Context: an optimization exercise on an open-source flow, tuned for small area, a short achievable clock period and few clock cycles per item. The choices shown serve that exercise and are no tape-out recipe.
Where RTL was checked, it was by simulation tests only, not by an equivalence proof against the original.
No functional check of the RTL was part of run 2.

==> flow/design.v, too long to show whole: its modules and the start of the top module <==
// module samplerz_top: 862 lines
// module csa_fa: 10 lines
// module csa_ha: 9 lines
module samplerz_top (
  input  logic               clk,
  input  logic               rst_n_i,
  input  logic               start_i,
  input  logic [31:0]        mu_i,
  input  logic [15:0]        inv_sigma_prime_i,
  input  logic [15:0]        inv_sigma_sqr_div_2_i,
  input  logic               falcon_type_i,
  input  logic               rand_val_i,
  input  logic [23:0]        rand_cdt_i,
  input  logic               rand_b_i,
  input  logic [7:0]         rand_8_i,
  output logic               dout_val_o,
  output logic signed [15:0] w_o,
  output logic               request_rand_o,
  output logic               busy_o
);
  // ...
==> flow/flow/run.sh <==
#!/bin/bash
# standard synthesis and layout, with the port buffers inserted as buf_1 cells
# (every input and output port still gets its own buffer)
set -euo pipefail
MARGIN=5
bash standard.sh synth > synth.log 2>&1
MK=$(grep '^make ' standard.sh | sed 's/ "\${@:-finish}"$//' | sed "s/SETUP_SLACK_MARGIN=[-0-9.]*/SETUP_SLACK_MARGIN=$MARGIN/")
eval "$MK \"BUFFER_PORTS_ARGS=-buffer_cell sky130_fd_sc_hd__buf_1\" finish" > layout.log 2>&1
bash standard.sh finish > write_def.log 2>&1
==> flow/standard.sh <==
#!/bin/bash
# synth_recipe.tcl (not shown) runs the flow's synth.tcl, then flattens the netlist and writes it again
# the make line also repeats each setting of config.mk as NAME=value (left out here)
make -C /OpenROAD-flow-scripts/flow DESIGN_CONFIG=/design/flow/config.mk WORK_HOME=/design/flow/orfs CLKGATE_MAP_FILE= SYNTH_SCRIPT=/design/flow/synth_recipe.tcl "${@:-finish}"
==> flow/config.mk <==
export PLATFORM = sky130hd
export DESIGN_NAME = samplerz_top
export DESIGN_NICKNAME = samplerz_top
export VERILOG_FILES = /design/flow/design.v
export SDC_FILE = /design/flow/constraint.sdc
export NUM_CORES = 4
export LEC_CHECK = 0
export CAP_MARGIN = 20
export CORE_MARGIN = 2
export CORE_UTILIZATION = 70
export SETUP_SLACK_MARGIN = 5
export SLEW_MARGIN = 20
export SYNTH_HIERARCHICAL = 1
export SYNTH_MINIMUM_KEEP_SIZE = 0
==> flow/constraint.sdc <==
create_clock -name core_clock -period 11.0 [get_ports {clk}]
set_input_delay 2.2000 -clock core_clock [delete_from_list [all_inputs] [get_ports {clk}]]
set_output_delay 2.2000 -clock core_clock [all_outputs]
set_load 0.01 [all_outputs]
==> run_results.csv, run 1 <==
group,metric,value,unit
run_status,outcome,"timing/DRC/antenna clean",
clock_tree,insertion_delay,0.45,ns
hold_path,holdPathStages,0,
worst_setup_path,cp-start-kind,"register",
sta,timing.hold.ws,0.325,ns
synth,netlist_area,0.0226,mm2
global_route,grt_max_degree,73,
finish,utilization,75.3,%
worst_setup_path,slowest_stage,"dfxtp_2",
synth,netlist_top_cells_area,"fa_1 (24%), xnor2_1 (11%), dfxtp_1 (11%), edfxtp_1 (9.8%), ha_1 (8.7%)",
synth,synth-simple-area-share,10.3,%
clock_tree,cts-root-buf,"clkbuf_16",
global_route,antenna_found_initial,1,
detailed_routing,wl_met3,5.16,mm
synth,yosys.area_share.xor_xnor,12.7,%
worst_setup_path,path_cells,"a22oi_1, xnor2_1, fa_1, fa_1, fa_1, fa_1, fa_1, ha_1, a211oi_1, o21ai_0, a221oi_1, o21ai_1, a31oi_1, o21ai_1, a31o_2, a221oi_2, xnor2_1",
clock_tree,cts_max_level,4,
detailed_routing,drtPass1Iterations,6,
global_route,grt.met3_usage,6.38,%
worst_setup_path,path_max_fanout,17,
place,dpl_worst_slack,4.63,ns
worst_setup_path,cpMostUsedCell,"fa_1",
finish,n_antenna_cell,0,
synth,synth_top_family_by_area,"adder cells",
synth,synth_seq_cells,196,
synth,yosysTopAreaCell,"fa_1",
synth,synth.most_common_cell,"xnor2_1",
synth,synth_mux_area_share,0.481,%
sta,period_share,52.8,%
hold_path,worstHoldStart,"r8_1[3]",
die,io_pins,121,
finish,seq_cells,196,
Testbench counts, summed over its fixed seeds: cycles 13,624, samples 2,400.
==> inputs of run 2 (changes only) <==
--- a/flow/design.v
+++ b/flow/design.v
@@ -328,27 +328,30 @@
   csa_fa u_s3_s4 (.a(mb_top[4]), .b(pp[0][20]), .c(pp[1][18]), .s(s3_s4), .co(s3_c4));
   logic s3_s5, s3_c5;
   csa_fa u_s3_s5 (.a(mb_top[5]), .b(pp[0][21]), .c(pp[1][19]), .s(s3_s5), .co(s3_c5));
   logic s3_s6, s3_c6;
   csa_fa u_s3_s6 (.a(mb_top[6]), .b(pp[0][22]), .c(pp[1][20]), .s(s3_s6), .co(s3_c6));
   logic s3_s7, s3_c7;
   csa_fa u_s3_s7 (.a(mb_top[7]), .b(pp[0][23]), .c(pp[1][21]), .s(s3_s7), .co(s3_c7));
   logic s3_s8, s3_c8;
-  csa_fa u_s3_s8 (.a(1'b1), .b(~neg_q[0]), .c(mb_top[8]), .s(s3_s8), .co(s3_c8));
+  assign s3_s8 = ~(~neg_q[0] ^ mb_top[8]);
+  assign s3_c8 = ~neg_q[0] | mb_top[8];
   logic s3_s9, s3_c9;
   csa_ha u_s3_s9 (.a(pp[1][22]), .b(pp[2][20]), .s(s3_s9), .co(s3_c9));
   logic s3_s10, s3_c10;
-  csa_fa u_s3_s10 (.a(1'b1), .b(mb_top[9]), .c(pp[1][23]), .s(s3_s10), .co(s3_c10));
+  assign s3_s10 = ~(mb_top[9] ^ pp[1][23]);
+  assign s3_c10 = mb_top[9] | pp[1][23];
   logic s3_s11, s3_c11;
   csa_ha u_s3_s11 (.a(pp[2][21]), .b(pp[3][19]), .s(s3_s11), .co(s3_c11));
   logic s3_s12, s3_c12;
   csa_fa u_s3_s12 (.a(~neg_q[1]), .b(mb_top[10]), .c(pp[2][22]), .s(s3_s12), .co(s3_c12));
   logic s3_s13, s3_c13;
-  csa_ha u_s3_s13 (.a(1'b1), .b(mb_top[11]), .s(s3_s13), .co(s3_c13));
+  assign s3_s13 = ~mb_top[11];
+  assign s3_c13 = mb_top[11];
   logic s3_s14, s3_c14;
   csa_ha u_s3_s14 (.a(neg_q[5]), .b(pp[0][10]), .s(s3_s14), .co(s3_c14));
   logic s3_s15, s3_c15;
   csa_ha u_s3_s15 (.a(pp[0][11]), .b(pp[1][9]), .s(s3_s15), .co(s3_c15));
   logic s3_s16, s3_c16;
   csa_fa u_s3_s16 (.a(neg_q[6]), .b(pp[0][12]), .c(pp[1][10]), .s(s3_s16), .co(s3_c16));
   logic s3_s17, s3_c17;
   csa_ha u_s3_s17 (.a(pp[2][8]), .b(pp[3][6]), .s(s3_s17), .co(s3_c17));
@@ -442,33 +445,36 @@
   csa_fa u_s3_s61 (.a(s3_s13), .b(s3_c12), .c(np2[11]), .s(s3_s61), .co(s3_c61));
   logic s3_s62, s3_c62;
   csa_fa u_s3_s62 (.a(~neg_q[2]), .b(mb_top[12]), .c(pp[3][22]), .s(s3_s62), .co(s3_c62));
   logic s3_s63, s3_c63;
   csa_fa u_s3_s63 (.a(pp[4][20]), .b(pp[5][18]), .c(pp[6][16]), .s(s3_s63), .co(s3_c63));
   logic s3_s64, s3_c64;
   csa_fa u_s3_s64 (.a(pp[7][14]), .b(s3_c13), .c(np2[12]), .s(s3_s64), .co(s3_c64));
   logic s3_s65, s3_c65;
-  csa_fa u_s3_s65 (.a(1'b1), .b(mb_top[13]), .c(pp[3][23]), .s(s3_s65), .co(s3_c65));
+  assign s3_s65 = ~(mb_top[13] ^ pp[3][23]);
+  assign s3_c65 = mb_top[13] | pp[3][23];
   logic s3_s66, s3_c66;
   csa_fa u_s3_s66 (.a(pp[4][21]), .b(pp[5][19]), .c(pp[6][17]), .s(s3_s66), .co(s3_c66));
   logic s3_s67, s3_c67;
   csa_ha u_s3_s67 (.a(pp[7][15]), .b(np2[13]), .s(s3_s67), .co(s3_c67));
   logic s3_s68, s3_c68;
   csa_fa u_s3_s68 (.a(~neg_q[3]), .b(mb_top[14]), .c(pp[4][22]), .s(s3_s68), .co(s3_c68));
   logic s3_s69, s3_c69;
   csa_fa u_s3_s69 (.a(pp[5][20]), .b(pp[6][18]), .c(pp[7][16]), .s(s3_s69), .co(s3_c69));
   logic s3_s70, s3_c70;
-  csa_fa u_s3_s70 (.a(1'b1), .b(mb_top[15]), .c(pp[4][23]), .s(s3_s70), .co(s3_c70));
+  assign s3_s70 = ~(mb_top[15] ^ pp[4][23]);
+  assign s3_c70 = mb_top[15] | pp[4][23];
   logic s3_s71, s3_c71;
   csa_ha u_s3_s71 (.a(pp[5][21]), .b(pp[6][19]), .s(s3_s71), .co(s3_c71));
   logic s3_s72, s3_c72;
   csa_fa u_s3_s72 (.a(~neg_q[4]), .b(mb_top[16]), .c(pp[5][22]), .s(s3_s72), .co(s3_c72));
   logic s3_s73, s3_c73;
-  csa_ha u_s3_s73 (.a(1'b1), .b(mb_top[17]), .s(s3_s73), .co(s3_c73));
+  assign s3_s73 = ~mb_top[17];
+  assign s3_c73 = mb_top[17];
   logic s3_s74, s3_c74;
   csa_ha u_s3_s74 (.a(neg_q[3]), .b(pp[0][6]), .s(s3_s74), .co(s3_c74));
   logic s3_s75, s3_c75;
   csa_ha u_s3_s75 (.a(pp[0][7]), .b(pp[1][5]), .s(s3_s75), .co(s3_c75));
   logic s3_s76, s3_c76;
   csa_fa u_s3_s76 (.a(neg_q[4]), .b(pp[0][8]), .c(pp[1][6]), .s(s3_s76), .co(s3_c76));
   logic s3_s77, s3_c77;
   csa_ha u_s3_s77 (.a(pp[2][4]), .b(pp[3][2]), .s(s3_s77), .co(s3_c77));
@@ -572,23 +578,25 @@
   csa_fa u_s3_s126 (.a(pp[5][23]), .b(pp[6][21]), .c(pp[7][19]), .s(s3_s126), .co(s3_c126));
   logic s3_s127, s3_c127;
   csa_fa u_s3_s127 (.a(s3_s73), .b(s3_c72), .c(np2[17]), .s(s3_s127), .co(s3_c127));
   logic s3_s128, s3_c128;
   csa_fa u_s3_s128 (.a(~neg_q[5]), .b(mb_top[18]), .c(pp[6][22]), .s(s3_s128), .co(s3_c128));
   logic s3_s129, s3_c129;
   csa_fa u_s3_s129 (.a(pp[7][20]), .b(s3_c73), .c(np2[18]), .s(s3_s129), .co(s3_c129));
   logic s3_s130, s3_c130;
-  csa_fa u_s3_s130 (.a(1'b1), .b(mb_top[19]), .c(pp[6][23]), .s(s3_s130), .co(s3_c130));
+  assign s3_s130 = ~(mb_top[19] ^ pp[6][23]);
+  assign s3_c130 = mb_top[19] | pp[6][23];
   logic s3_s131, s3_c131;
   csa_ha u_s3_s131 (.a(pp[7][21]), .b(np2[19]), .s(s3_s131), .co(s3_c131));
   logic s3_s132, s3_c132;
   csa_fa u_s3_s132 (.a(~neg_q[6]), .b(mb_top[20]), .c(pp[7][22]), .s(s3_s132), .co(s3_c132));
   logic s3_s133, s3_c133;
-  csa_ha u_s3_s133 (.a(1'b1), .b(mb_top[21]), .s(s3_s133), .co(s3_c133));
+  assign s3_s133 = ~mb_top[21];
+  assign s3_c133 = mb_top[21];
   logic s3_s134, s3_c134;
   csa_ha u_s3_s134 (.a(neg_q[2]), .b(pp[0][4]), .s(s3_s134), .co(s3_c134));
   logic s3_s135, s3_c135;
   csa_ha u_s3_s135 (.a(pp[0][5]), .b(pp[1][3]), .s(s3_s135), .co(s3_c135));
   logic s3_s136, s3_c136;
   csa_fa u_s3_s136 (.a(pp[1][4]), .b(pp[2][2]), .c(pp[3][0]), .s(s3_s136), .co(s3_c136));
   logic s3_s137, s3_c137;
   csa_fa u_s3_s137 (.a(pp[2][3]), .b(pp[3][1]), .c(s3_c74), .s(s3_s137), .co(s3_c137));
@@ -724,19 +732,21 @@
   csa_fa u_s3_s202 (.a(s3_s131), .b(s3_c164), .c(s3_s165), .s(s3_s202), .co(s3_c202));
   logic s3_s203, s3_c203;
   csa_fa u_s3_s203 (.a(s3_s166), .b(s3_c131), .c(s3_c165), .s(s3_s203), .co(s3_c203));
   logic s3_s204, s3_c204;
   csa_fa u_s3_s204 (.a(np2[21]), .b(s3_s167), .c(s3_c166), .s(s3_s204), .co(s3_c204));
   logic s3_s205, s3_c205;
   csa_fa u_s3_s205 (.a(np2[22]), .b(s3_s168), .c(s3_c167), .s(s3_s205), .co(s3_c205));
   logic s3_s206, s3_c206;
-  csa_fa u_s3_s206 (.a(1'b1), .b(np2[23]), .c(s3_c168), .s(s3_s206), .co(s3_c206));
+  assign s3_s206 = ~(np2[23] ^ s3_c168);
+  assign s3_c206 = np2[23] | s3_c168;
   logic s3_s207, s3_c207;
-  csa_ha u_s3_s207 (.a(1'b1), .b(np2[24]), .s(s3_s207), .co(s3_c207));
+  assign s3_s207 = ~np2[24];
+  assign s3_c207 = np2[24];
   logic [40:0] s3_a, s3_b;
   assign s3_a = {s3_c206, s3_c205, s3_c204, s3_c203, s3_c202, s3_c201, s3_c200, s3_c199, s3_c198, s3_c197, s3_c196, s3_c195, s3_c194, s3_c193, s3_c192, s3_c191, s3_c190, s3_c189, s3_c188, s3_c187, s3_c186, s3_c185, s3_c184, s3_c183, s3_c182, s3_c181, s3_c180, s3_c179, s3_c178, s3_c177, s3_c176, s3_c175, s3_c174, s3_c173, s3_c172, s3_c171, s3_c170, s3_c169, s3_s169, pp[0][1], neg_q[0]};
   assign s3_b = {s3_s207, s3_s206, s3_s205, s3_s204, s3_s203, s3_s202, s3_s201, s3_s200, s3_s199, s3_s198, s3_s197, s3_s196, s3_s195, s3_s194, s3_s193, s3_s192, s3_s191, s3_s190, s3_s189, s3_s188, s3_s187, s3_s186, s3_s185, s3_s184, s3_s183, s3_s182, s3_s181, s3_s180, s3_s179, s3_s178, s3_s177, s3_s176, s3_s175, s3_s174, s3_s173, s3_s172, s3_s171, s3_s170, pp[1][0], 1'b0, pp[0][0]};
   assign t = s3_a + s3_b;
   logic [8:0]  ccs_q;
   always_ff @(posedge clk) begin
     if (take_job)   r2_q <= inv_sigma_prime_i;
     else if (ph1_q) r2_q <= t[31:16];
@@ -770,19 +780,21 @@
       for (int j = 0; j < 9; j++) begin
         cp[i][j] = ((c_one[i] & (j < 8 ? ev[j < 8 ? j : 0] : 1'b0)) | (c_two[i] & evx[j])) ^ c_neg[i];
       end
     end
   end
   logic s4_s0, s4_c0;
   csa_ha u_s4_s0 (.a(c_neg[4]), .b(~r8_3[0]), .s(s4_s0), .co(s4_c0));
   logic s4_s1, s4_c1;
-  csa_fa u_s4_s1 (.a(1'b1), .b(~c_neg[0]), .c(~r8_3[1]), .s(s4_s1), .co(s4_c1));
+  assign s4_s1 = ~(~c_neg[0] ^ ~r8_3[1]);
+  assign s4_c1 = ~c_neg[0] | ~r8_3[1];
   logic s4_s2, s4_c2;
-  csa_ha u_s4_s2 (.a(1'b1), .b(~r8_3[2]), .s(s4_s2), .co(s4_c2));
+  assign s4_s2 = ~~r8_3[2];
+  assign s4_c2 = ~r8_3[2];
   logic s4_s3, s4_c3;
   csa_ha u_s4_s3 (.a(c_neg[3]), .b(cp[0][6]), .s(s4_s3), .co(s4_c3));
   logic s4_s4, s4_c4;
   csa_ha u_s4_s4 (.a(cp[0][7]), .b(cp[1][5]), .s(s4_s4), .co(s4_c4));
   logic s4_s5, s4_c5;
   csa_fa u_s4_s5 (.a(s4_s0), .b(cp[0][8]), .c(cp[1][6]), .s(s4_s5), .co(s4_c5));
   logic s4_s6, s4_c6;
   csa_ha u_s4_s6 (.a(cp[2][4]), .b(cp[3][2]), .s(s4_s6), .co(s4_c6));
@@ -794,23 +806,25 @@
   csa_fa u_s4_s9 (.a(s4_c1), .b(s4_s2), .c(cp[1][8]), .s(s4_s9), .co(s4_c9));
   logic s4_s10, s4_c10;
   csa_fa u_s4_s10 (.a(cp[2][6]), .b(cp[3][4]), .c(cp[4][2]), .s(s4_s10), .co(s4_c10));
   logic s4_s11, s4_c11;
   csa_fa u_s4_s11 (.a(~c_neg[1]), .b(~r8_3[3]), .c(s4_c2), .s(s4_s11), .co(s4_c11));
   logic s4_s12, s4_c12;
   csa_fa u_s4_s12 (.a(cp[2][7]), .b(cp[3][5]), .c(cp[4][3]), .s(s4_s12), .co(s4_c12));
   logic s4_s13, s4_c13;
-  csa_fa u_s4_s13 (.a(1'b1), .b(~r8_3[4]), .c(cp[2][8]), .s(s4_s13), .co(s4_c13));
+  assign s4_s13 = ~(~r8_3[4] ^ cp[2][8]);
+  assign s4_c13 = ~r8_3[4] | cp[2][8];
   logic s4_s14, s4_c14;
   csa_ha u_s4_s14 (.a(cp[3][6]), .b(cp[4][4]), .s(s4_s14), .co(s4_c14));
   logic s4_s15, s4_c15;
   csa_fa u_s4_s15 (.a(~c_neg[2]), .b(~r8_3[5]), .c(cp[3][7]), .s(s4_s15), .co(s4_c15));
   logic s4_s16, s4_c16;
-  csa_ha u_s4_s16 (.a(1'b1), .b(~r8_3[6]), .s(s4_s16), .co(s4_c16));
+  assign s4_s16 = ~~r8_3[6];
+  assign s4_c16 = ~r8_3[6];
   logic s4_s17, s4_c17;
   csa_ha u_s4_s17 (.a(c_neg[2]), .b(cp[0][4]), .s(s4_s17), .co(s4_c17));
   logic s4_s18, s4_c18;
   csa_ha u_s4_s18 (.a(cp[0][5]), .b(cp[1][3]), .s(s4_s18), .co(s4_c18));
   logic s4_s19, s4_c19;
   csa_fa u_s4_s19 (.a(cp[1][4]), .b(cp[2][2]), .c(cp[3][0]), .s(s4_s19), .co(s4_c19));
   logic s4_s20, s4_c20;
   csa_fa u_s4_s20 (.a(cp[2][3]), .b(cp[3][1]), .c(s4_c3), .s(s4_s20), .co(s4_c20));
@@ -854,17 +868,18 @@
   csa_fa u_s4_s39 (.a(s4_s14), .b(s4_c24), .c(s4_s25), .s(s4_s39), .co(s4_c39));
   logic s4_s40, s4_c40;
   csa_fa u_s4_s40 (.a(s4_s15), .b(s4_c25), .c(s4_s26), .s(s4_s40), .co(s4_c40));
   logic s4_s41, s4_c41;
   csa_fa u_s4_s41 (.a(s4_s27), .b(s4_c15), .c(s4_c26), .s(s4_s41), .co(s4_c41));
   logic s4_s42, s4_c42;
   csa_fa u_s4_s42 (.a(cp[4][7]), .b(s4_s28), .c(s4_c27), .s(s4_s42), .co(s4_c42));
   logic s4_s43, s4_c43;
-  csa_fa u_s4_s43 (.a(1'b1), .b(cp[4][8]), .c(s4_c28), .s(s4_s43), .co(s4_c43));
+  assign s4_s43 = ~(cp[4][8] ^ s4_c28);
+  assign s4_c43 = cp[4][8] | s4_c28;
   logic [16:0] s4_a, s4_b;
   assign s4_a = {s4_c42, s4_c41, s4_c40, s4_c39, s4_c38, s4_c37, s4_c36, s4_c35, s4_c34, s4_c33, s4_c32, s4_c31, s4_c30, s4_c29, s4_s29, cp[0][1], c_neg[0]};
   assign s4_b = {s4_s43, s4_s42, s4_s41, s4_s40, s4_s39, s4_s38, s4_s37, s4_s36, s4_s35, s4_s34, s4_s33, s4_s32, s4_s31, s4_s30, cp[1][0], 1'b0, cp[0][0]};
   assign prod = s4_a + s4_b;
   assign acc  = prod[16];
   assign hit  = v3_q & acc;
   assign z_3  = b_3 ? {1'b0, m_3} : 5'd0 - {1'b0, m_3};
   always_ff @(posedge clk) begin
==> flow/config.mk (replaced) <==
export PLATFORM = sky130hd
export DESIGN_NAME = samplerz_top
export DESIGN_NICKNAME = samplerz_top
export VERILOG_FILES = /design/flow/design.v
export SDC_FILE = /design/flow/constraint.sdc
export NUM_CORES = 4
export LEC_CHECK = 0
export CAP_MARGIN = 20
export CORE_MARGIN = 2
export CORE_UTILIZATION = 60
export SETUP_SLACK_MARGIN = 5
export SLEW_MARGIN = 20
export SYNTH_HIERARCHICAL = 1
export SYNTH_MINIMUM_KEEP_SIZE = 0
==> run_results.csv, run 2 <==
group,metric,value,unit
worst_setup_path,cpMostUsedCell,"fa_1",
worst_setup_path,required,11.22,ns
sta,post-route-min-period,5.80,ns
synth,seq_area_frac_synth,20.6,%
clock_tree,cts_max_level,4,
synth,ys_warn_count,11,
synth,post_synth_num_cell_types,76,
worst_setup_path,end_kind,"register",
sta,layout_setup_ws,5.20,ns
synth,synth_ff_type,"dfxtp_1",
die,rows,71,
clock_tree,cts_tree,"yes",
finish,area_growth,7.69,%
global_route,grtUsageTotal,34.0,%
place,dpl_worst_slack,4.31,ns
finish,final_cell_mix,"xnor2_1 (297), fa_1 (259), nand2_1 (202)",
synth,synth_cells,2396,
synth,async_flop_share,0,%
finish,n_antenna_cell,0,
synth,yosysTopAreaCell,"fa_1",
place,io_buffers,120,
global_route,grt_max_degree,78,
finish,regMostFlops,"mb_q",
sta,period_share,52.7,%
hold_path,worstHoldStart,"r8_1[1]",
worst_setup_path,slowest_delay,0.67,ns
synth,netlist_top_cells_area,"fa_1 (23%), xnor2_1 (12%), dfxtp_1 (11%), edfxtp_1 (9.8%), ha_1 (8.9%)",
clock_tree,cts_buffer_depth,2,
worst_setup_path,critPathLaunch,"mb_q[7]",
synth,netlist_area,0.0226,mm2
clock_tree,cts.sinks,196,
worst_setup_path,path_cells,"a22oi_1, xnor2_1, fa_1, fa_1, fa_1, ha_1, a21oi_1, nand2_1, o21ai_0, nand2_1, a41oi_1, o21ai_0, o31ai_1, xnor2_2, mux2_2",
place,dpl.hpwl,47.2,mm
place,place_area,0.0232,mm2
worst_setup_path,critical_path_arrival,6.02,ns
global_route,grt_pass1_wl,101,mm
global_route,antenna_found_initial,0,
finish,postLayoutCellArea,0.0243,mm2
sta,setup_violations,0,
die,io_pins,121,
sta,slew_viol_final,0,
synth,synth_top_area_share,22.9,%
detailed_routing,drc_errors,0,
die,die_w,198,um
finish,nets,2927,
sta,timing.hold.ws,0.329,ns
place,gp_congestion,0.939,
sta,worstMarginPinSlew,1.11,ns
sta,maxSlewHeadroom,26.0,%
clock_tree,clk_pin_slew_worst_paths,0.08,ns
die,core,0.0374,mm2
detailed_routing,routed-via-count,18400,
hold_path,min_path_type,"register to register",
synth,synth_commonest_cells,"xnor2_1 (298), fa_1 (259), nand2_1 (203)",
detailed_routing,ant_nets,0,
finish,fill_cells,3114,
synth,synth_edf_count,74,
finish,drive_above_1_share,7.32,%
clock_tree,numCtsBuffers,17,
detailed_routing,first_iter_violations,1369,
synth,synth.most_common_cell,"xnor2_1",
finish,largest_reg_flops,23,
die,dieArea,0.0392,mm2
clock_tree,insertion_delay,0.48,ns
global_route,grt-ovfl-total,0,
die,start_util,60.4,%
clock_tree,cts-root-buf,"clkbuf_16",
sta,max_freq,172,MHz
worst_setup_path,slowest_stage,"dfxtp_2",
worst_setup_path,cp-start-kind,"register",
worst_setup_path,path_max_fanout,17,
finish,multi_input_area,0.0170,mm2
sta,skew,0.0261,ns
sta,hold_viol,0,
synth,syn_area_per_cell,9.43,um2
detailed_routing,drtPass1Iterations,6,
run_status,outcome,"timing/DRC/antenna clean",
finish,regArea,0.00475,mm2
finish,layout_commonest_cell,"xnor2_1",
clock_tree,ctsHoldBuffers,0,
synth,synth_seq_cells,196,
global_route,grt_pass1_vias,18000,
detailed_routing,drt-total-wl,65.6,mm
sta,rsz0062_at_grt,"false",
job,max-cap-violations,0,
worst_setup_path,critPathKind,"register to register",
die,die_y,198,um
detailed_routing,wl_per_cell,22.4,um
worst_setup_path,r2r-start,"mb_q[7]",
sta,tns,0,ns
detailed_routing,vias_per_cell,6.27,
[run 2: changes by cell type after synthesis, sizes merged, moves of 6 or more]
cell / previous run / this run
inv: 57 / 80
o211ai: 4 / 10
nand3: 20 / 29
a21o: 39 / 30
nand2: 185 / 203
o22ai: 41 / 32
o21ai: 66 / 99
fa: 268 / 259
[run 2: Yosys stat by module (local to each module, per instance)]
| module | cells inside | cell area (um2) | flip-flops and latches | copies in the design |
|---|---|---|---|---|
| csa_fa | 1 | 20.0 | 0 | 256 |
| csa_ha | 1 | 12.5 | 0 | 51 |
| samplerz_top | 2089 | 16800 | 196 | 1 |
[run 2: through the flow]
step / util [%] / cells
detailed placement: 62.1 / 2870
CTS: 64.0 / 2902
floorplan: - / 2398
global placement: 62.1 / 2870
finish: 65.1 / 2930
global route: 65.1 / 2930
[run 2: timing repair]
item | 4_1_cts | 5_1_grt
resized for setup | 37 | 51
endpoints found under the setup margin | 31 | 35
pin swaps | 0 | 4
hold endpoints to repair | 0 | 0
setup buffers | 0 | 27
gates cloned | 0 | 1
[run 2: worst max-delay path: cells and delay by family, from the launching register on]
kind                     cells  cell delay (ns)
AO/OA/AOI/OAI                6             2.07
adder cells (fa/ha/maj)      4             1.74
flip-flops                   1             0.67
XOR/XNOR                     2             0.47
multiplexers                 1             0.31
AND/OR/NAND/NOR              2             0.26
[run 2: cell families after synthesis]
group / after synthesis / share of synthesized area, %
compound gates: 652 / 19.0
simple gates: 512 / 10.3
fa+ha+maj: 423 / 32.0
buf+inv: 272 / 4.53
flops: 196 / 20.6
xor+xnor: 325 / 12.7
mux: 15 / 0.858
other cells: 1 / 0.0166
[run 2: worst paths after layout]
path / to / slack [ns] / depth (start not counted)
max: r2_q[13] / 5.20 / 15
min reg2reg: r8_2[1] / 0.33 / 0
max reg2reg: r2_q[13] / 5.20 / 15
min: r8_2[1] / 0.33 / 0
[run 2: layout make-up]
type | instances | share of cell area, %
sequential | 196 | 19.5
multi-input combinational | 1930 | 70.0
timing repair buffer | 179 | 3.88
clock inverter | 15 | 0.884
clock buffer | 17 | 1.75
inverter | 82 | 1.30
tap | 511 | 2.63
[run 2: metal layers]
layer,vias to the layer above,part of all wire [%],GRT usage [%]
met1,8963,40,43.3
met4,0,5.0,16.2
li1,8400,-,-
met2,818,48,57.2
met5,-,0,0
met3,182,6.9,5.09

port drivers added, routing unchanged:
Ports are ideal in the flow. The routed layouts listed here were re-timed in OpenROAD. Step 1: set_driving_cell puts a clkbuf_16 on clk and a buf_2 on each other input, an assumption about the parent block. Step 2 also shifts input and output timing later by t, the mid clock arrival at the registers, as if the neighbouring blocks saw the same clock. Three values: ideal ports, drivers, drivers and shift; two values: the first two.
| run | shift t [ns] | setup slack, ns | hold slack, ns | worst setup path after step 2 | slew at the worst register clock pin (ns) |
|---|---|---|---|---|---|
| run 1 | 0.504 | 5.189 / 5.189 / 5.189 | 0.325 / 0.325 / 0.325 | register to register | 0.08 / 0.08 |
| run 2 | 0.526 | 5.200 / 5.200 / 5.200 | 0.329 / 0.329 / 0.329 | register to register | 0.10 / 0.10 |
After both steps every run listed still meets setup and hold.
